Source: an optimization exercise on an open RTL-to-GDS flow (aim: small area). Production flows keep margins and buffers that such runs may drop.
In this exercise RTL edits were held to simulation tests only and were not proved equivalent to the original.
Power is estimated from default activity; no workload was simulated. The flow treats the clock pin as an ideal source, which a real chip does not have.

**flow/flow/run.sh**
```bash
#!/bin/bash
# The standard layout (standard.sh, unchanged), with one difference: the buffer that
# buffer_ports puts on every input and output port is the smallest buffer,
# sky130_fd_sc_hd__buf_1, instead of the one buffer_ports picks by default.
# make's full output goes to standard.log; ORFS keeps each step's log under orfs/logs.
set -euo pipefail
cd "$(dirname "$0")/.."
export BUFFER_PORTS_ARGS="-buffer_cell sky130_fd_sc_hd__buf_1"
bash standard.sh > standard.log 2>&1
```
**flow/standard.sh**
```bash
#!/bin/bash
# synth_recipe.tcl (not shown) runs the flow's synth.tcl, then flattens the netlist and writes it again
# the make line also repeats each setting of config.mk as NAME=value (left out here)
make -C /OpenROAD-flow-scripts/flow DESIGN_CONFIG=/design/flow/config.mk WORK_HOME=/design/flow/orfs CLKGATE_MAP_FILE= SYNTH_SCRIPT=/design/flow/synth_recipe.tcl "${@:-finish}"
```
**flow/config.mk**
```make
export PLATFORM = sky130hd
export DESIGN_NAME = dmem_responder
export DESIGN_NICKNAME = dmem_responder
export VERILOG_FILES = /design/flow/design.v
export SDC_FILE = /design/flow/constraint.sdc
export NUM_CORES = 4
export LEC_CHECK = 0
export CAP_MARGIN = 0
export CORE_MARGIN = 2
export CORE_UTILIZATION = 60
export CTS_CLUSTER_DIAMETER = 100
export CTS_CLUSTER_SIZE = 32
export SLEW_MARGIN = 0
export SYNTH_HIERARCHICAL = 1
```
**flow/constraint.sdc**
```tcl
create_clock -name core_clock -period 8.0 [get_ports {clk}]
set_input_delay 1.6000 -clock core_clock [delete_from_list [all_inputs] [get_ports {clk}]]
set_output_delay 1.6000 -clock core_clock [all_outputs]
set_load 0.01 [all_outputs]
```
**flow/design.v**
```verilog
package dmem_pkg;
  localparam int WORD_BYTES = 4;
  localparam int ADDR_LSB   = 2;
  function automatic logic is_err(input logic [31:0] addr, input int unsigned depth);
    is_err = (addr[ADDR_LSB-1:0] != '0) || ({2'b00, addr[31:ADDR_LSB]} >= depth);
  endfunction
endpackage
module dmem_port_bit (
  input  logic clk,
  input  logic en,
  input  logic keep,
  input  logic d,
  input  logic prev,
  output logic q
);
  always_ff @(posedge clk) q <= (en & d) | (keep & prev);
endmodule
module dmem_aoi222 (
  input  logic a0, b0, a1, b1, a2, b2,
  output logic y
);
  assign y = ~((a0 & b0) | (a1 & b1) | (a2 & b2));
endmodule
module dmem_ao22 (
  input  logic a0, b0, a1, b1,
  output logic y
);
  assign y = (a0 & b0) | (a1 & b1);
endmodule
module dmem_and2 (
  input  logic a, b,
  output logic y
);
  assign y = a & b;
endmodule
module dmem_nand2 (
  input  logic a, b,
  output logic y
);
  assign y = ~(a & b);
endmodule
module dmem_nand4 (
  input  logic a, b, c, d,
  output logic y
);
  assign y = ~(a & b & c & d);
endmodule
module dmem_nor2 (
  input  logic a, b,
  output logic y
);
  assign y = ~(a | b);
endmodule
module dmem_or2 (
  input  logic a, b,
  output logic y
);
  assign y = a | b;
endmodule
module dmem_rd_col (
  input  logic [21:0] sel,
  input  logic [21:0] q,
  output logic        y
);
  logic [7:0] l1;    
  logic [1:0] l2;    
  for (genvar g = 0; g < 7; g++) begin : g_l1
    dmem_aoi222 u (.a0(sel[3*g]), .b0(q[3*g]), .a1(sel[3*g+1]), .b1(q[3*g+1]),
                   .a2(sel[3*g+2]), .b2(q[3*g+2]), .y(l1[g]));
  end
  dmem_nand2 u_l1 (.a(sel[21]), .b(q[21]), .y(l1[7]));
  for (genvar g = 0; g < 2; g++) begin : g_l2
    dmem_nand4 u (.a(l1[4*g]), .b(l1[4*g+1]), .c(l1[4*g+2]), .d(l1[4*g+3]), .y(l2[g]));
  end
  dmem_or2 u_l3 (.a(l2[0]), .b(l2[1]), .y(y));
endmodule
module dmem_word_array (
  input  logic        clk,
  input  logic [15:0] wr,
  input  logic [15:0] wr_n,      
  input  logic [3:0]  wbe,
  input  logic [3:0]  wbe_n,     
  input  logic        keep_n,    
  input  logic [31:0] wdata,
  input  logic [21:0] rd_sel,
  output logic [31:0] rdata
);
  logic [63:0][31:0] s;
  for (genvar p = 0; p < 64; p++) begin : g_pos
    localparam int PP = (p + 63) % 64;    
    if (p % 4 == 1) begin : g_port
      localparam int K = p / 4;
      for (genvar b = 0; b < 4; b++) begin : g_byte
        logic en, keep;
        dmem_nor2 u_en   (.a(wr_n[K]), .b(wbe_n[b]), .y(en));      
        dmem_nor2 u_keep (.a(en), .b(keep_n), .y(keep));          
        for (genvar k = 0; k < 8; k++) begin : g_bit
          dmem_port_bit u_bit (.clk(clk), .en(en), .keep(keep), .d(wdata[8*b+k]),
                               .prev(s[PP][8*b+k]), .q(s[p][8*b+k]));
        end
      end
    end else begin : g_shift
      always_ff @(posedge clk) s[p] <= s[PP];
    end
  end
  logic [31:0][21:0] q_t;    
  for (genvar r = 0; r < 22; r++) begin : g_rp
    for (genvar j = 0; j < 32; j++) begin : g_t
      assign q_t[j][r] = s[3 * r][j];
    end
  end
  for (genvar j = 0; j < 32; j++) begin : g_col
    dmem_rd_col u_col (.sel(rd_sel), .q(q_t[j]), .y(rdata[j]));
  end
endmodule
module dmem_responder
#(
  parameter int DEPTH_WORDS = 64
) (
  input  logic        clk,
  input  logic        rst,
  input  logic        req_valid,
  output logic        req_ready,
  input  logic        req_write,
  input  logic [31:0] req_addr,
  input  logic [31:0] req_wdata,
  input  logic [3:0]  req_be,
  output logic        rsp_valid,
  input  logic        rsp_ready,
  output logic [31:0] rsp_rdata,
  output logic        rsp_err
);
  logic [1:0] st;
  logic       idle, idle_n, req_err, store;
  logic [5:0] t, s;
  assign idle      = (st == 2'b00);
  assign idle_n    = !idle;
  assign req_ready = idle;
  assign rsp_valid = (st == 2'b10);
  assign req_err   = dmem_pkg::is_err(req_addr, DEPTH_WORDS);
  assign store     = idle && req_valid && req_write && !req_err;
  always_ff @(posedge clk or negedge rst) begin
    if (!rst) st <= 2'b00;
    else case (st)
      2'b00:   st <= req_valid ? 2'b01 : 2'b00;
      2'b01:   st <= 2'b11;
      2'b11:   st <= 2'b10;
      default: st <= rsp_ready ? 2'b00 : 2'b10;
    endcase
  end
  logic done, keep_all;
  always_ff @(posedge clk or negedge rst) begin
    if (!rst) begin
      t    <= '0;
      done <= 1'b0;
    end else begin
      t    <= t + 6'd1;
      done <= done || t[2];
    end
  end
  assign keep_all = done || t[2];
  logic [5:0] cap_idx;
  logic [3:0] cap_be;
  logic       cap_ok;
  logic [11:0] cap_d, cap_q;
  assign cap_d = {req_addr[dmem_pkg::ADDR_LSB +: 6], req_be, !req_write && !req_err, req_err};
  assign {cap_idx, cap_be, cap_ok, rsp_err} = cap_q;
  for (genvar i = 0; i < 12; i++) begin : g_cap
    dmem_port_bit u_cap (.clk(clk), .en(idle), .keep(idle_n), .d(cap_d[i]), .prev(cap_q[i]), .q(cap_q[i]));
  end
  logic [5:0] base;
  for (genvar i = 0; i < 6; i++) begin : g_base
    dmem_ao22 u (.a0(idle), .b0(req_addr[dmem_pkg::ADDR_LSB + i]), .a1(idle_n), .b1(cap_idx[i]), .y(base[i]));
  end
  assign s = base + t;
  logic pend, want, land;
  assign want = idle ? store : pend;
  assign land = want && s[1:0] == 2'b00;
  always_ff @(posedge clk or negedge rst) begin
    if (!rst) pend <= 1'b0;
    else      pend <= want && !land;
  end
  logic [15:0] wr, wr_n;
  always_comb
    for (int k = 0; k < 16; k++) begin
      wr[k]   = land && s[5:2] == 4'(k);
      wr_n[k] = !wr[k];
    end
  logic [31:0] wdata, rd;
  logic [3:0]  wbe;
  for (genvar j = 0; j < 32; j++) begin : g_wdata
    dmem_ao22 u (.a0(idle), .b0(req_wdata[j]), .a1(idle_n), .b1(rd[j]), .y(wdata[j]));
  end
  for (genvar b = 0; b < 4; b++) begin : g_wbe
    dmem_ao22 u (.a0(idle), .b0(req_be[b]), .a1(idle_n), .b1(cap_be[b]), .y(wbe[b]));
  end
  logic        ok_now, rget, rcap, rd_ld, rd_keep;
  logic [21:0] at_port, rd_sel;
  logic [31:0] rdata;
  assign ok_now = idle ? (!req_write && !req_err) : cap_ok;
  assign rget   = (st != 2'b10) && ok_now;
  always_comb
    for (int r = 0; r < 22; r++) begin
      at_port[r] = s == 6'(3 * r);
      rd_sel[r]  = at_port[r] && rget && keep_all;
    end
  assign rcap = rget && (|at_port);
  dmem_word_array u_mem (
    .clk    (clk),
    .wr     (wr),
    .wr_n   (wr_n),
    .wbe    (wbe),
    .wbe_n  (~wbe),
    .keep_n (!keep_all),
    .wdata  (wdata),
    .rd_sel (rd_sel),
    .rdata  (rdata)
  );
  assign rd_ld   = idle && req_write;
  assign rd_keep = !rd_ld && !rcap;
  for (genvar j = 0; j < 32; j++) begin : g_rd
    dmem_rd_bit u_rd (.clk(clk), .a(rd_ld), .d0(req_wdata[j]), .d1(rdata[j]),
                      .keep(rd_keep), .q(rd[j]));
    dmem_and2 u_out (.a(rd[j]), .b(cap_ok), .y(rsp_rdata[j]));
  end
endmodule
module dmem_rd_bit (
  input  logic clk,
  input  logic a,
  input  logic d0,
  input  logic d1,
  input  logic keep,
  output logic q
);
  always_ff @(posedge clk) q <= (a & d0) | (keep & q) | d1;
endmodule
```
==> load_flow_metrics.sql, run 1 <==
INSERT INTO impl_metrics (metric_group, metric, value, unit) VALUES
('status', 'status', 'complete, no violations', ''),
('synth', 'synthesis.nets', '3468', ''),
('cts', 'cts.clk_slew.worst_paths', '120', 'ps'),
('synth', 'synth.cell_area', '52200', 'um2'),
('global_route', 'grt_start_max_net_pins', '41', ''),
('pwr', 'power_density', '316', 'nW/um2'),
('cts', 'post_cts_resized', '0', ''),
('cts', 'clk_latency', '670', 'ps'),
('sta', 'worst_max_slew_pin_slew', '1370', 'ps'),
('routing', 'dr_total_vias', '28800', ''),
('floorplan', 'number_of_cell_rows', '108', ''),
('cts', 'post_cts_hold_buffer_count', '0', ''),
('worst_hold_path', 'min-delay-path-class', 'reg -> reg', ''),
('sta', 'final.setup_skew', '26.8', 'ps'),
('place', 'detailed_place_hpwl', '83700', 'um'),
('cts', 'cts-buffers-inserted', '75', ''),
('job', 'timing.max_cap.violations', '0', ''),
('cts', 'cts.path.max_buffers', '3', ''),
('sta', 'timing.setup.tns', '0', 'ps'),
('global_route', 'first_global_vias', '28700', ''),
('routing', 'per_cell_routed_wire_length', '27.3', 'um'),
('global_route', 'initial_antenna_violation_count', '1', ''),
('sta', 'report.final.setup_viol', '0', ''),
('global_route', 'grt_pass1_wl', '190000', 'um'),
('floorplan', 'core', '86500', 'um2'),
('place', 'numPortBuffers', '107', ''),
('global_route', 'grt_total_ovfl', '0', ''),
('synth', 'syn-instance-count', '3388', ''),
('place', 'gp_congestion', '0.879', ''),
('floorplan', 'die-height', '299', 'um'),
('place', 'place_area', '54300', 'um2'),
('sta', 'grt_setup_unrepaired', 'no', ''),
('cts', 'numClockSinks', '2102', ''),
('sta', 'timing_max_transition_violations_final', '0', ''),
('cts', 'cts_post_setup_buffers_inserted', '0', ''),
('critical_path', 'cp_max_fo', '32', ''),
('routing', 'drt-vias-per-instance', '6.07', ''),
('final_layout', 'post-route-cell-area', '56300', 'um2'),
('cts', 'cts_tree', 'yes', ''),
('routing', 'router_iterations_before_antenna_repair', '8', ''),
('sta', 'timing.max_slew.rel_slack', '8.66', '%'),
('floorplan', 'floorplan.die_area', '89300', 'um2'),
('critical_path', 'cp_data_required_time', '8600', 'ps'),
('synth', 'synth_area_per_cell', '15.4', 'um2'),
('final_layout', 'final_layout_size_suffix_gt1_share', '3.89', '%'),
('critical_path', 'arrival_time_at_the_worst_endpoint', '6580', 'ps'),
('sta', 'hold_viol', '0', ''),
('routing', 'drt-initial-drc-count', '3485', ''),
('global_route', 'global_route.usage.total', '28.6', '%'),
('routing', 'antenna_left', '0', ''),
('synth', 'yosysWarnings', '10', ''),
('floorplan', 'boundaryPins', '108', ''),
('final_layout', 'number_of_antenna_diodes', '0', ''),
('critical_path', 'setup.worst_path.end_class', 'register', ''),
('pwr', 'p_leak', '21.5', 'nW'),
('sta', 'period_share', '74.8', '%'),
('critical_path', 'startpoint_type', 'register', ''),
('final_layout', 'layout.nets', '3669', ''),
('final_layout', 'fillCellCount', '6355', ''),
('cts', 'cts-htree-levels', '3', ''),
('floorplan', 'starting_density_of_the_core', '60.3', '%'),
('routing', 'drt_drc_violations_left', '0', ''),
('routing', 'detail_route.wirelength', '129000', 'um'),
('cts', 'clock-root-buffer', 'sky130_fd_sc_hd__clkbuf_16', ''),
('sta', 'final_period_minus_worst_setup_slack', '5980', 'ps'),
('sta', 'fmaxAchievable', '0.167', 'GHz'),
('pwr', 'ir_worst_vdd', '255', 'uV'),
('floorplan', 'die_boundary_width', '299', 'um'),
('critical_path', 'criticalPathCategory', 'reg -> reg', ''),
('final_layout', 'syn2layout_area_growth', '7.87', '%');
## worst max-delay path, stage by stage, from the launching register on
cell and delay, ps:
sky130_fd_sc_hd__dfrtp_1 420, sky130_fd_sc_hd__or2_2 600, sky130_fd_sc_hd__inv_2 500, sky130_fd_sc_hd__a22o_1 360
sky130_fd_sc_hd__ha_1 240, sky130_fd_sc_hd__fa_1 510, sky130_fd_sc_hd__nand2_1 160, sky130_fd_sc_hd__a21oi_2 90
sky130_fd_sc_hd__xnor2_1 210, sky130_fd_sc_hd__nor2_1 320, sky130_fd_sc_hd__nand3_1 470, sky130_fd_sc_hd__nor2_4 1130
sky130_fd_sc_hd__a222oi_1 300, sky130_fd_sc_hd__nand4_1 240, sky130_fd_sc_hd__or2_1 180, sky130_fd_sc_hd__a221o_1 130
## stage by stage
step	total power, mW	setup slack (ps)	util [%]	hold slack, ps	cells
6_report	17.8	2020	65.1	316	4750
5_1_grt	18.3	1770	65.1	330	4750
4_1_cts	17.8	2140	65.1	322	4750
3_5_place_dp	13.3	2000	62.8	312	4667
3_3_place_gp	13.3	2030	62.8	310	4667
2_1_floorplan	12.2	1870	-	310	3388
## sequential cells by signal, summed over array words and instances, names as in the netlist
name and count:
done 1, pend 1, t 6, st 2
g_rd.u_rd.q 32, g_cap.u_cap.q 12, u_mem.g_pos.g_port.g_byte.g_bit.u_bit.q 512, u_mem.s 1536
## routing by layer
metal | wire length [um] | GRT usage, %
met5 | 13 | 0
met1 | 56100 | 39.0
met3 | 7750 | 4.30
met2 | 60800 | 46.8
met4 | 4800 | 10.0
## cells in the final DEF, fill, tap and decap left out, types with 3 or more instances in the layout
master	count
sky130_fd_sc_hd__or2_1	32
sky130_fd_sc_hd__nor4_1	7
sky130_fd_sc_hd__inv_1	8
sky130_fd_sc_hd__nor2_4	12
sky130_fd_sc_hd__a222oi_1	224
sky130_fd_sc_hd__nor3_2	8
sky130_fd_sc_hd__a22o_1	567
sky130_fd_sc_hd__clkbuf_1	3
sky130_fd_sc_hd__nor2_1	151
sky130_fd_sc_hd__a21o_1	3
sky130_fd_sc_hd__nor3_1	5
sky130_fd_sc_hd__buf_1	107
sky130_fd_sc_hd__nand4_1	66
sky130_fd_sc_hd__nand3_1	8
sky130_fd_sc_hd__buf_4	22
sky130_fd_sc_hd__nand2b_1	4
sky130_fd_sc_hd__dfrtp_1	10
sky130_fd_sc_hd__ha_1	6
sky130_fd_sc_hd__o21ai_0	3
sky130_fd_sc_hd__a221o_1	32
sky130_fd_sc_hd__xnor2_1	10
sky130_fd_sc_hd__xor2_1	5
sky130_fd_sc_hd__dfxtp_1	2091
sky130_fd_sc_hd__clkbuf_16	77
sky130_fd_sc_hd__nand2_1	60
sky130_fd_sc_hd__and2_1	34
## final cells by class
| cell class | instances | area (um2) | share of cell area, % |
|---|---|---|---|
| clock buffers | 80 | 1940 | 3.44 |
| multi-input cells | 1271 | 10100 | 18.0 |
| inverters | 10 | 37.5 | 0.0667 |
| flip-flops and latches | 2102 | 42100 | 74.8 |
| clock inverters | 3 | 28.8 | 0.0511 |
| repair buffers | 129 | 567 | 1.01 |
| well taps | 1155 | 1450 | 2.57 |
## report_power, final
group | switching (mW) | internal, mW
Sequential | 0.0958 | 10.6
Clock | 2.90 | 1.76
Combinational | 1.89 | 0.541
## final timing paths
path	start	to	slack [ps]	cells past startpoint
setup reg to reg	st[0]	g_rd[9].u_rd.q	2020	15
max in group asynchronous	rst	t[3]	6390	1
hold reg to reg	u_mem.s[1518]	u_mem.s[1550]	320	0
setup / recovery	st[0]	g_rd[9].u_rd.q	2020	15
min in group asynchronous	rst	done	1030	1
hold / removal	u_mem.s[1518]	u_mem.s[1550]	320	0
==> run 2: changes to the inputs <==
--- a/flow/config.mk
+++ b/flow/config.mk
@@ -8,7 +8,8 @@
 export CAP_MARGIN = 0
 export CORE_MARGIN = 2
-export CORE_UTILIZATION = 60
+export CORE_UTILIZATION = 50
 export CTS_CLUSTER_DIAMETER = 100
 export CTS_CLUSTER_SIZE = 32
+export GPL_TIMING_DRIVEN = 0
 export SLEW_MARGIN = 0
 export SYNTH_HIERARCHICAL = 1
==> run 2 against run 1 <==
Net effect:
- clock skew increased by 6.0 ps
- final cell count rose by 5.6%
- fmax down 8.1%
- hold slack worse by 0.94 ps
- die area grew 20%
- via count shrank 2.7%
- sequential share of layout area shrank 1.3 points
- register-to-register slack got worse by 530 ps
- count of clock-buffer cells in the layout is 2 higher
- largest cell class unchanged
- largest power group unchanged
==> load_flow_metrics.sql, run 2 <==
INSERT INTO impl_metrics (metric_group, metric, value, unit) VALUES
('global_route', 'first_global_vias', '27300', ''),
('cts', 'cts.path.max_buffers', '3', ''),
('sta', 'grt_setup_unrepaired', 'no', ''),
('place', 'gp_congestion', '0.818', ''),
('sta', 'hold_viol', '0', ''),
('critical_path', 'setup.worst_path.end_class', 'register', ''),
('final_layout', 'layout.nets', '3700', ''),
('cts', 'post_cts_resized', '0', ''),
('critical_path', 'criticalPathCategory', 'reg -> reg', ''),
('final_layout', 'largest-register', 'u_mem.s', ''),
('cts', 'clock-root-buffer', 'sky130_fd_sc_hd__clkbuf_16', ''),
('cts', 'numClockSinks', '2102', ''),
('global_route', 'grt_pass1_wl', '179000', 'um'),
('routing', 'drt-vias-per-instance', '5.59', ''),
('floorplan', 'boundaryPins', '108', ''),
('synth', 'synth_area_per_cell', '15.4', 'um2'),
('final_layout', 'final_layout_size_suffix_gt1_share', '4.74', '%'),
('global_route', 'grt_start_max_net_pins', '59', ''),
('critical_path', 'crit-reg2reg-launch', 'st[0]', ''),
('critical_path', 'critical_path.reg2reg.endpoint', 'g_rd[7].u_rd.q', ''),
('critical_path', 'startpoint_type', 'register', ''),
('cts', 'cts_tree', 'yes', ''),
('routing', 'dr_total_vias', '28000', ''),
('place', 'place_area', '55300', 'um2'),
('critical_path', 'worst_r2r_path_depth', '18', ''),
('floorplan', 'number_of_cell_rows', '118', ''),
('sta', 'whs', '315', 'ps'),
('routing', 'wl_met3', '6800', 'um'),
('final_layout', 'syn2layout_area_growth', '9.83', '%'),
('final_layout', 'largest_reg_flops', '1536', ''),
('sta', 'fin_ws', '1490', 'ps'),
('sta', 'final_period_minus_worst_setup_slack', '6510', 'ps'),
('synth', 'syn-instance-count', '3388', ''),
('pwr', 'ir_worst_vdd', '265', 'uV'),
('final_layout', 'number_of_cells_in_the_finished_layout_apart_from_fillers', '5014', ''),
('sta', 'report.final.setup_viol', '0', ''),
('routing', 'antenna_left', '0', ''),
('routing', 'highest-signal-layer', 'met5', ''),
('sta', 'timing.setup.tns', '0', 'ps'),
('worst_hold_path', 'timing.hold.worst.start', 'u_mem.s[1603]', ''),
('floorplan', 'die-height', '327', 'um'),
('routing', 'drt-initial-drc-count', '3077', ''),
('routing', 'met2_length', '56100', 'um'),
('routing', 'drt_drc_violations_left', '0', ''),
('place', 'post-place-ws', '1630', 'ps'),
('sta', 'timing_max_transition_violations_final', '0', ''),
('critical_path', 'setup.reg_to_reg.worst_slack', '1490', 'ps'),
('pwr', 'power_density', '310', 'nW/um2'),
('worst_hold_path', 'min_path_cells', '0', ''),
('global_route', 'initial_antenna_violation_count', '3', ''),
('status', 'status', 'complete, no violations', ''),
('place', 'detailed_place_hpwl', '83000', 'um'),
('final_layout', 'reg_top3', 'u_mem.s x1536, u_mem.g_pos.g_port.g_byte.g_bit.u_bit.q x512, g_rd.u_rd.q x32', ''),
('place', 'numPortBuffers', '107', ''),
('job', 'timing.max_cap.violations', '0', ''),
('worst_hold_path', 'min-delay-path-class', 'reg -> reg', ''),
('floorplan', 'floorplan.die_area', '107000', 'um2'),
('routing', 'detail_route.wirelength', '123000', 'um'),
('critical_path', 'arrival_time_at_the_worst_endpoint', '7140', 'ps'),
('floorplan', 'starting_density_of_the_core', '50.4', '%'),
('floorplan', 'die_boundary_width', '327', 'um'),
('final_layout', 'layout.cells.most_common_list', 'sky130_fd_sc_hd__dfxtp_1, sky130_fd_sc_hd__a22o_1, sky130_fd_sc_hd__a222oi_1, sky130_fd_sc_hd__nor2_1, sky130_fd_sc_hd__buf_1', ''),
('place', 'dpl.cell_count', '4923', ''),
('cts', 'cts.clk_slew.worst_paths', '110', 'ps'),
('sta', 'timing.max_slew.rel_slack', '24.5', '%'),
('routing', 'router_iterations_before_antenna_repair', '7', ''),
('synth', 'yosysWarnings', '10', ''),
('worst_hold_path', 'destination_of_the_worst_hold_path', 'u_mem.s[1635]', ''),
('cts', 'cts-htree-levels', '3', ''),
('cts', 'cts_post_setup_buffers_inserted', '0', ''),
('cts', 'post_cts_hold_buffer_count', '0', ''),
('cts', 'clk_latency', '700', 'ps'),
('sta', 'period_share', '81.4', '%'),
('sta', 'final.setup_skew', '32.8', 'ps'),
('critical_path', 'crit_start', 'st[0]', ''),
('cts', 'cts-buffers-inserted', '75', ''),
('global_route', 'grt_total_ovfl', '0', ''),
('final_layout', 'post-route-cell-area', '57300', 'um2'),
('sta', 'worst_max_slew_pin_slew', '1130', 'ps'),
('global_route', 'global_route.usage.total', '22.5', '%'),
('synth', 'synth.cell_area', '52200', 'um2'),
('critical_path', 'cp_max_fo', '58', ''),
('sta', 'fmaxAchievable', '0.154', 'GHz'),
('pwr', 'p_leak', '21.8', 'nW'),
('routing', 'detail_route.wirelength.met1', '56300', 'um'),
('final_layout', 'mostFrequentLayoutCell', 'sky130_fd_sc_hd__dfxtp_1', ''),
('final_layout', 'finish.utilization', '55.4', '%'),
('critical_path', 'cp_data_required_time', '8620', 'ps'),
('routing', 'per_cell_routed_wire_length', '24.5', 'um'),
('synth', 'synthesis.nets', '3468', ''),
('pwr', 'design_power_total', '17.7', 'mW'),
('floorplan', 'core', '103000', 'um2');
## run 2: changes by cell type in the layout (fill, tap and decap cells not counted), moves of 3 or more
| cell | change |
|---|---|
| sky130_fd_sc_hd__buf_16 | +16 |
| sky130_fd_sc_hd__clkbuf_1 | +6 |
| sky130_fd_sc_hd__buf_4 | -22 |
| sky130_fd_sc_hd__inv_6 | +3 |
| sky130_fd_sc_hd__buf_6 | +24 |
| sky130_fd_sc_hd__buf_8 | +6 |
## run 2: metal layers
metal  GRT usage [%]  vias to the layer above
li1                -                    13100
met1            31.3                    14000
met2            36.2                      779
met3            3.73                      209
met4            6.80                        2
met5               0                        -
## run 2: worst max path at each step
stage,slack [ps],to,cells after the start
5_1_grt,1260,g_rd[16].u_rd.q,18
6_report,1490,g_rd[7].u_rd.q,18
3_3_place_gp,-4450,g_rd[16].u_rd.q,15
2_1_floorplan,1870,g_rd[0].u_rd.q,15
3_5_place_dp,1630,g_rd[7].u_rd.q,18
4_1_cts,1590,g_rd[7].u_rd.q,18
## run 2: area by class of cell
cell class / count / area, um2
clock buffers: 82 / 1920
clock inverters: 7 / 71.3
well taps: 1380 / 1730
inverters: 10 / 42.5
flip-flops and latches: 2102 / 42100
repair buffers: 155 / 1240
diodes: 2 / 5.00
fillers: 8383 / 46200
multi-input cells: 1271 / 10100
plain buffers: 5 / 21.3
## run 2: power by group
group / switching (mW) / internal, mW / total, mW
clock: 2.94 / 1.76 / 4.70
sequential: 0.0789 / 10.6 / 10.7
combinational: 1.80 / 0.578 / 2.37
total: 4.82 / 12.9 / 17.7
## run 2: worst max-delay path: stages, from the launching register on
cell	delay (ps)
sky130_fd_sc_hd__dfrtp_1	450
sky130_fd_sc_hd__or2_4	390
sky130_fd_sc_hd__buf_16	240
sky130_fd_sc_hd__inv_4	700
sky130_fd_sc_hd__a22o_1	370
sky130_fd_sc_hd__ha_1	290
sky130_fd_sc_hd__fa_1	380
sky130_fd_sc_hd__nand2_1	150
sky130_fd_sc_hd__a21oi_2	230
sky130_fd_sc_hd__xor2_2	150
sky130_fd_sc_hd__nor2_1	380
sky130_fd_sc_hd__nand3_1	520
sky130_fd_sc_hd__nor3_2	1030
sky130_fd_sc_hd__buf_8	260
sky130_fd_sc_hd__buf_6	160
sky130_fd_sc_hd__a222oi_1	130
sky130_fd_sc_hd__nand4_1	190
sky130_fd_sc_hd__or2_1	180
sky130_fd_sc_hd__a221o_1	120
==> run 3: changes to the inputs <==
--- a/flow/config.mk
+++ b/flow/config.mk
@@ -11,5 +11,5 @@
 export CTS_CLUSTER_DIAMETER = 100
 export CTS_CLUSTER_SIZE = 32
-export GPL_TIMING_DRIVEN = 0
+export PLACE_DENSITY = 0.75
 export SLEW_MARGIN = 0
 export SYNTH_HIERARCHICAL = 1
==> run 3 against run 2 <==
Net effect:
- fmax is 12% higher
- critical path type unchanged
- critical path depth is 5 lower
- global-route usage is 0.91 points lower
- final cell count is 0.58% lower
- wire length is 2.5% lower
- highest routed layer unchanged
- still clean on timing, DRC and antenna
==> load_flow_metrics.sql, run 3 <==
INSERT INTO impl_metrics (metric_group, metric, value, unit) VALUES
('status', 'status', 'complete, no violations', ''),
('routing', 'drt-vias-per-instance', '5.75', ''),
('cts', 'post_cts_resized', '0', ''),
('final_layout', 'largest_reg_flops', '1536', ''),
('global_route', 'grt_start_max_net_pins', '43', ''),
('critical_path', 'crit_chain', 'or2_4 > inv_2 > buf_4 > a22o_1 > ha_1 > fa_1 > nor2_1 > o21ai_0 > nor2_1 > nand2_1 > nor2_1 > nor2_1 > a22o_1', ''),
('final_layout', 'final_layout_size_suffix_gt1_share', '4.03', '%'),
('pwr', 'design_power_total', '17.7', 'mW'),
('final_layout', 'mostFrequentLayoutCell', 'sky130_fd_sc_hd__dfxtp_1', ''),
('final_layout', 'finish.utilization', '54.8', '%'),
('routing', 'drt_drc_violations_left', '0', ''),
('cts', 'cts_tree', 'yes', ''),
('floorplan', 'die_boundary_width', '327', 'um'),
('synth', 'yosysWarnings', '10', ''),
('floorplan', 'core', '103000', 'um2'),
('final_layout', 'layout.cells.most_common_list', 'sky130_fd_sc_hd__dfxtp_1, sky130_fd_sc_hd__a22o_1, sky130_fd_sc_hd__a222oi_1, sky130_fd_sc_hd__nor2_1, sky130_fd_sc_hd__buf_1', ''),
('sta', 'worst_max_slew_pin_slew', '1170', 'ps'),
('sta', 'period_share', '72.9', '%'),
('sta', 'timing_max_transition_violations_final', '0', ''),
('routing', 'router_iterations_before_antenna_repair', '9', ''),
('worst_hold_path', 'min_path_cells', '0', ''),
('synth', 'synth_area_per_cell', '15.4', 'um2'),
('sta', 'fmaxAchievable', '0.171', 'GHz'),
('place', 'detailed_place_hpwl', '80000', 'um'),
('synth', 'synthesis.nets', '3468', ''),
('critical_path', 'crit_start', 'st[1]', ''),
('routing', 'per_cell_routed_wire_length', '24.0', 'um'),
('final_layout', 'post-route-cell-area', '56700', 'um2'),
('global_route', 'first_global_vias', '27900', ''),
('final_layout', 'reg_top3', 'u_mem.s x1536, u_mem.g_pos.g_port.g_byte.g_bit.u_bit.q x512, g_rd.u_rd.q x32', ''),
('critical_path', 'criticalPathCategory', 'reg -> reg', ''),
('sta', 'final_period_minus_worst_setup_slack', '5830', 'ps'),
('critical_path', 'cp_max_fo', '30', ''),
('critical_path', 'critical_path.reg2reg.endpoint', 'u_mem.g_pos[33].g_port.g_byte[2].g_bit[5].u_bit.q', ''),
('routing', 'antenna_left', '0', ''),
('pwr', 'p_leak', '21.6', 'nW'),
('job', 'timing.max_cap.violations', '0', ''),
('critical_path', 'worst_path_largest_cell_delay', '730', 'ps'),
('cts', 'cts-htree-levels', '3', ''),
('critical_path', 'cp_data_required_time', '8550', 'ps'),
('critical_path', 'critPathTopFamily', 'simple AND/OR/NAND/NOR gates', ''),
('cts', 'numClockSinks', '2102', ''),
('place', 'gp_congestion', '0.889', ''),
('critical_path', 'setup.reg_to_reg.worst_slack', '2170', 'ps'),
('cts', 'cts.clk_slew.worst_paths', '110', 'ps'),
('final_layout', 'fillCellCount', '8192', ''),
('critical_path', 'worst_r2r_path_depth', '13', ''),
('global_route', 'initial_antenna_violation_count', '4', ''),
('critical_path', 'startpoint_type', 'register', ''),
('cts', 'clk_latency', '670', 'ps'),
('worst_hold_path', 'min-delay-path-class', 'reg -> reg', ''),
('critical_path', 'setup.worst_path.end', 'u_mem.g_pos[33].g_port.g_byte[2].g_bit[5].u_bit.q', ''),
('cts', 'cts.path.max_buffers', '3', ''),
('critical_path', 'most_common_cell_on_crit_path', 'sky130_fd_sc_hd__nor2_1', ''),
('cts', 'cts-buffers-inserted', '75', ''),
('final_layout', 'layout.nets', '3672', ''),
('critical_path', 'cpMaxStageDelayCell', 'sky130_fd_sc_hd__nor2_1', ''),
('sta', 'timing.max_slew.rel_slack', '21.5', '%'),
('routing', 'detail_route.wirelength', '120000', 'um'),
('floorplan', 'floorplan.die_area', '107000', 'um2'),
('global_route', 'grt_pass1_wl', '174000', 'um'),
('final_layout', 'syn2layout_area_growth', '8.62', '%'),
('floorplan', 'number_of_cell_rows', '118', ''),
('critical_path', 'setup.worst_path.end_class', 'register', ''),
('sta', 'grt_setup_unrepaired', 'no', ''),
('cts', 'cts_post_setup_buffers_inserted', '0', ''),
('synth', 'synth.cell_area', '52200', 'um2'),
('floorplan', 'boundaryPins', '108', ''),
('critical_path', 'arrival_time_at_the_worst_endpoint', '6390', 'ps'),
('sta', 'timing.setup.tns', '0', 'ps'),
('final_layout', 'largest-register', 'u_mem.s', ''),
('routing', 'dr_total_vias', '28600', ''),
('pwr', 'ir_worst_vdd', '165', 'uV'),
('floorplan', 'starting_density_of_the_core', '50.4', '%'),
('critical_path', 'crit-reg2reg-launch', 'st[1]', ''),
('place', 'numPortBuffers', '107', ''),
('global_route', 'global_route.usage.total', '21.6', '%'),
('sta', 'hold_viol', '0', ''),
('place', 'place_area', '54600', 'um2'),
('routing', 'drt-initial-drc-count', '3403', ''),
('sta', 'whs', '324', 'ps'),
('cts', 'clock-root-buffer', 'sky130_fd_sc_hd__clkbuf_16', ''),
('pwr', 'power_density', '312', 'nW/um2'),
('critical_path', 'timing.critical_path.buf_inv', '2', ''),
('critical_path', 'worstSetupPathDepth', '13', ''),
('floorplan', 'die-height', '327', 'um'),
('synth', 'syn-instance-count', '3388', ''),
('cts', 'post_cts_hold_buffer_count', '0', ''),
('sta', 'final.setup_skew', '19.8', 'ps'),
('global_route', 'grt_total_ovfl', '0', ''),
('sta', 'report.final.setup_viol', '0', '');
[run 3: final cells by class]
class / instances / area [um2] / area share, %
Antenna cell: 3 / 7.51 / 0.0132
Tap cell: 1380 / 1730 / 3.05
Clock inverter: 3 / 47.5 / 0.0839
Inverter: 10 / 37.5 / 0.0662
Sequential cell: 2102 / 42100 / 74.3
Multi-Input combinational cell: 1271 / 10100 / 17.9
Timing Repair Buffer: 132 / 589 / 1.04
Clock buffer: 84 / 2000 / 3.52
[run 3: layer usage]
metal  vias up  GRT usage (%)  part of all wire (%)  routed length [um]
met5         -              0                 0.012                  14
li1      13000              -                     -                   -
met1     14200           29.4                    44               52500
met2      1162           33.8                    44               53100
met3       257           5.32                   8.3                9920
met4         2           7.35                   3.5                4160
[run 3: power by group]
| part | internal (mW) | total (mW) | switching, mW | leakage [nW] |
|---|---|---|---|---|
| Sequential | 10.6 | 10.7 | 0.139 | 17.0 |
| Clock | 1.84 | 4.72 | 2.88 | 1.00 |
| Combinational | 0.543 | 2.23 | 1.69 | 3.62 |
| Total | 13.0 | 17.7 | 4.71 | 21.6 |
[run 3: worst min-delay path by stage]
stage | from | to | slack (ps)
final | u_mem.s[1623] | u_mem.s[1655] | 320
after global routing | u_mem.s[612] | u_mem.s[644] | 340
after CTS | u_mem.s[348] | u_mem.s[380] | 330
after detailed placement | u_mem.s[89] | u_mem.s[121] | 310
after global placement | u_mem.g_pos[13].g_port.g_byte[2].g_bit[4].u_bit.q | u_mem.s[468] | 310
after floorplan | u_mem.s[68] | u_mem.s[100] | 310
[run 3: through the flow]
stage / worst slack [ps] / instances
2_1_floorplan: 1870 / 3388
3_3_place_gp: 2390 / 4895
3_5_place_dp: 2300 / 4895
4_1_cts: 2380 / 4982
5_1_grt: 1950 / 4982
6_report: 2170 / 4985
==> run 4: changes to the inputs <==
--- a/flow/config.mk
+++ b/flow/config.mk
@@ -10,5 +10,5 @@
 export CORE_UTILIZATION = 50
 export CTS_CLUSTER_DIAMETER = 100
-export CTS_CLUSTER_SIZE = 32
+export CTS_CLUSTER_SIZE = 34
 export PLACE_DENSITY = 0.75
 export SLEW_MARGIN = 0
==> run 4 against run 3 <==
Net effect:
- combinational power about the same
- first-iteration DRC count is 1.1% higher
- fmax is 0.54% higher
- register-to-register slack better by 30 ps
- clock skew increased by 9.1 ps
- critical endpoint is now u_mem.g_pos[33].g_port.g_byte[2].g_bit[0].u_bit.q
- count of clock-buffer cells in the layout shrank 6
- non-clock buffer count did not move
- still clean
- clock power down 4%
==> load_flow_metrics.sql, run 4 <==
INSERT INTO impl_metrics (metric_group, metric, value, unit) VALUES
('pwr', 'total_switching_power', '4.68', 'mW'),
('cts', 'clock-root-buffer', 'sky130_fd_sc_hd__clkbuf_16', ''),
('routing', 'drt_drc_violations_left', '0', ''),
('final_layout', 'post-route-cell-area', '56500', 'um2'),
('global_route', 'grt_total_ovfl', '0', ''),
('pwr', 'p_leak', '21.5', 'nW'),
('final_layout', 'reg_top3', 'u_mem.s x1536, u_mem.g_pos.g_port.g_byte.g_bit.u_bit.q x512, g_rd.u_rd.q x32', ''),
('floorplan', 'starting_density_of_the_core', '50.4', '%'),
('worst_hold_path', 'min-delay-path-class', 'reg -> reg', ''),
('floorplan', 'number_of_cell_rows', '118', ''),
('pwr', 'power.sequential.fraction', '61.3', '%'),
('place', 'gp_congestion', '0.889', ''),
('final_layout', 'syn2layout_area_growth', '8.26', '%'),
('cts', 'cts_tree', 'yes', ''),
('sta', 'period_share', '72.5', '%'),
('pwr', 'power_density', '310', 'nW/um2'),
('floorplan', 'die_boundary_width', '327', 'um'),
('cts', 'cts-htree-levels', '3', ''),
('routing', 'antenna_left', '0', ''),
('sta', 'final.setup_skew', '28.9', 'ps'),
('cts', 'post_cts_hold_buffer_count', '0', ''),
('routing', 'drt-initial-drc-count', '3442', ''),
('floorplan', 'boundaryPins', '108', ''),
('cts', 'cts-buffers-inserted', '71', ''),
('critical_path', 'startpoint_type', 'register', ''),
('routing', 'router_iterations_before_antenna_repair', '7', ''),
('critical_path', 'arrival_time_at_the_worst_endpoint', '6350', 'ps'),
('place', 'numPortBuffers', '107', ''),
('routing', 'detail_route.wirelength', '119000', 'um'),
('cts', 'clk_latency', '670', 'ps'),
('pwr', 'ir_worst_vdd', '192', 'uV'),
('critical_path', 'setup.worst_path.end_class', 'register', ''),
('sta', 'grt_setup_unrepaired', 'no', ''),
('sta', 'final_period_minus_worst_setup_slack', '5800', 'ps'),
('final_layout', 'mostFrequentLayoutCell', 'sky130_fd_sc_hd__dfxtp_1', ''),
('sta', 'worst_max_slew_pin_slew', '1180', 'ps'),
('sta', 'fmaxAchievable', '0.172', 'GHz'),
('final_layout', 'largest_reg_flops', '1536', ''),
('cts', 'cts.path.max_buffers', '3', ''),
('critical_path', 'criticalPathCategory', 'reg -> reg', ''),
('cts', 'numClockSinks', '2102', ''),
('global_route', 'global_route.usage.total', '21.5', '%'),
('routing', 'dr_total_vias', '28600', ''),
('pwr', 'design_power_total', '17.5', 'mW'),
('sta', 'timing_max_transition_violations_final', '0', ''),
('global_route', 'first_global_vias', '27600', ''),
('final_layout', 'layout.nets', '3668', ''),
('place', 'place_area', '54600', 'um2'),
('floorplan', 'die-height', '327', 'um'),
('synth', 'syn-instance-count', '3388', ''),
('floorplan', 'core', '103000', 'um2'),
('final_layout', 'layout.cells.most_common_list', 'sky130_fd_sc_hd__dfxtp_1, sky130_fd_sc_hd__a22o_1, sky130_fd_sc_hd__a222oi_1, sky130_fd_sc_hd__nor2_1, sky130_fd_sc_hd__buf_1', ''),
('routing', 'per_cell_routed_wire_length', '23.9', 'um'),
('sta', 'fin_ws', '2200', 'ps'),
('final_layout', 'largest-register', 'u_mem.s', ''),
('job', 'timing.max_cap.violations', '0', ''),
('sta', 'hold_viol', '0', ''),
('global_route', 'grt_start_max_net_pins', '43', ''),
('place', 'detailed_place_hpwl', '80000', 'um'),
('place', 'post-place-ws', '2300', 'ps'),
('pwr', 'cell_internal_pwr', '12.8', 'mW'),
('sta', 'report.final.setup_viol', '0', ''),
('final_layout', 'final_layout_size_suffix_gt1_share', '3.81', '%'),
('pwr', 'power.share.clock', '25.9', '%'),
('floorplan', 'floorplan.die_area', '107000', 'um2'),
('global_route', 'initial_antenna_violation_count', '4', ''),
('global_route', 'grt_pass1_wl', '173000', 'um'),
('cts', 'post_cts_resized', '0', ''),
('synth', 'yosysWarnings', '10', ''),
('sta', 'timing.setup.tns', '0', 'ps'),
('synth', 'synth.cell_area', '52200', 'um2'),
('final_layout', 'number_of_cells_in_the_finished_layout_apart_from_fillers', '4976', ''),
('cts', 'cts_post_setup_buffers_inserted', '0', ''),
('critical_path', 'cp_max_fo', '30', ''),
('critical_path', 'cp_data_required_time', '8550', 'ps'),
('sta', 'timing.max_slew.rel_slack', '20.9', '%'),
('status', 'status', 'complete, no violations', ''),
('place', 'dpl.cell_count', '4895', ''),
('routing', 'drt-vias-per-instance', '5.75', ''),
('pwr', 'power.share.combinational', '12.7', '%'),
('pwr', 'sw_frac_of_total', '26.8', '%'),
('cts', 'cts.clk_slew.worst_paths', '120', 'ps'),
('synth', 'synth_area_per_cell', '15.4', 'um2'),
('synth', 'synthesis.nets', '3468', '');
-- run 4: power groups by stage --
stage | sequential, mW | combinational (mW) | clock [mW]
floorplan | 10.9 | 1.29 | 0
global placement | 11.0 | 2.12 | 0
detailed placement | 11.0 | 2.16 | 0
CTS | 10.7 | 2.17 | 4.58
global route | 10.7 | 2.33 | 4.95
finish | 10.7 | 2.23 | 4.53
-- run 4: through the flow --
step	hold WS (ps)	util, %
6_report	328	54.6
5_1_grt	328	54.6
4_1_cts	329	54.6
3_5_place_dp	312	52.8
3_3_place_gp	309	52.8
2_1_floorplan	310	-
-- run 4: worst paths after layout --
check	slack, ps	start	end	cells past startpoint
min	330	u_mem.s[350]	u_mem.s[382]	0
max	2200	st[1]	u_mem.g_pos[33].g_port.g_byte[2].g_bit[0].u_bit.q	13
max in group asynchronous	6440	rst	t[5]	1
min in group asynchronous	1010	rst	pend	1
min reg2reg	330	u_mem.s[350]	u_mem.s[382]	0
max reg2reg	2200	st[1]	u_mem.g_pos[33].g_port.g_byte[2].g_bit[0].u_bit.q	13
-- run 4: routing by layer --
| layer | track usage (%) | wire (um) |
|---|---|---|
| met5 | 0 | 23 |
| met4 | 7.75 | 4320 |
| met3 | 5.11 | 9480 |
| met2 | 33.2 | 52700 |
| met1 | 29.6 | 52700 |
-- run 4: layout make-up --
cell class | count | area [um2]
multi-input combinational | 1271 | 10100
sequential | 2102 | 42100
inverter | 10 | 37.5
clock buffer | 78 | 1850
tap | 1380 | 1730
fill | 8196 | 47000
timing repair buffer | 132 | 589
antenna | 2 | 5.00
clock inverter | 1 | 8.76
-- run 4: worst max-delay path, stage by stage (launching register included) --
cell,delay [ps]
sky130_fd_sc_hd__dfrtp_1,430
sky130_fd_sc_hd__or2_4,370
sky130_fd_sc_hd__inv_2,370
sky130_fd_sc_hd__buf_4,490
sky130_fd_sc_hd__a22o_1,230
sky130_fd_sc_hd__ha_1,250
sky130_fd_sc_hd__fa_1,680
sky130_fd_sc_hd__nor2_1,320
sky130_fd_sc_hd__o21ai_0,380
sky130_fd_sc_hd__nor2_1,310
sky130_fd_sc_hd__nand2_1,490
sky130_fd_sc_hd__nor2_1,710
sky130_fd_sc_hd__nor2_1,330
sky130_fd_sc_hd__a22o_1,290

what the ideal ports hide:
The results above use ideal ports. As a check the final layouts listed here were re-extracted and re-timed, cells and wires unchanged. Step 1 sets driving cells, clkbuf_16 on the clock port and buf_2 on the other inputs (assumed; they add their load-dependent delay and slew). Step 2, shift: input delay + t, output delay - t, t = (earliest + latest rising clock arrival at the registers) / 2. This alone moves slack from input paths to output paths. Slacks: ideal / step 1 / step 2; pairs: ideal / step 1.
run	t (ns)	setup slack, ns	cell pins on the clock port's net
run 1	0.730	2.017 / 2.017 / 1.911	1
run 2	0.748	1.488 / 1.488 / 1.488	1
run 3	0.724	2.168 / 2.168 / 2.051	1
run 4	0.717	2.199 / 2.199 / 2.061	1
After both steps setup and hold are still met in every run listed. For run 4, which loses most, drivers alone change the setup slack by 0.000 ns; drivers and shift together by -0.138 ns.
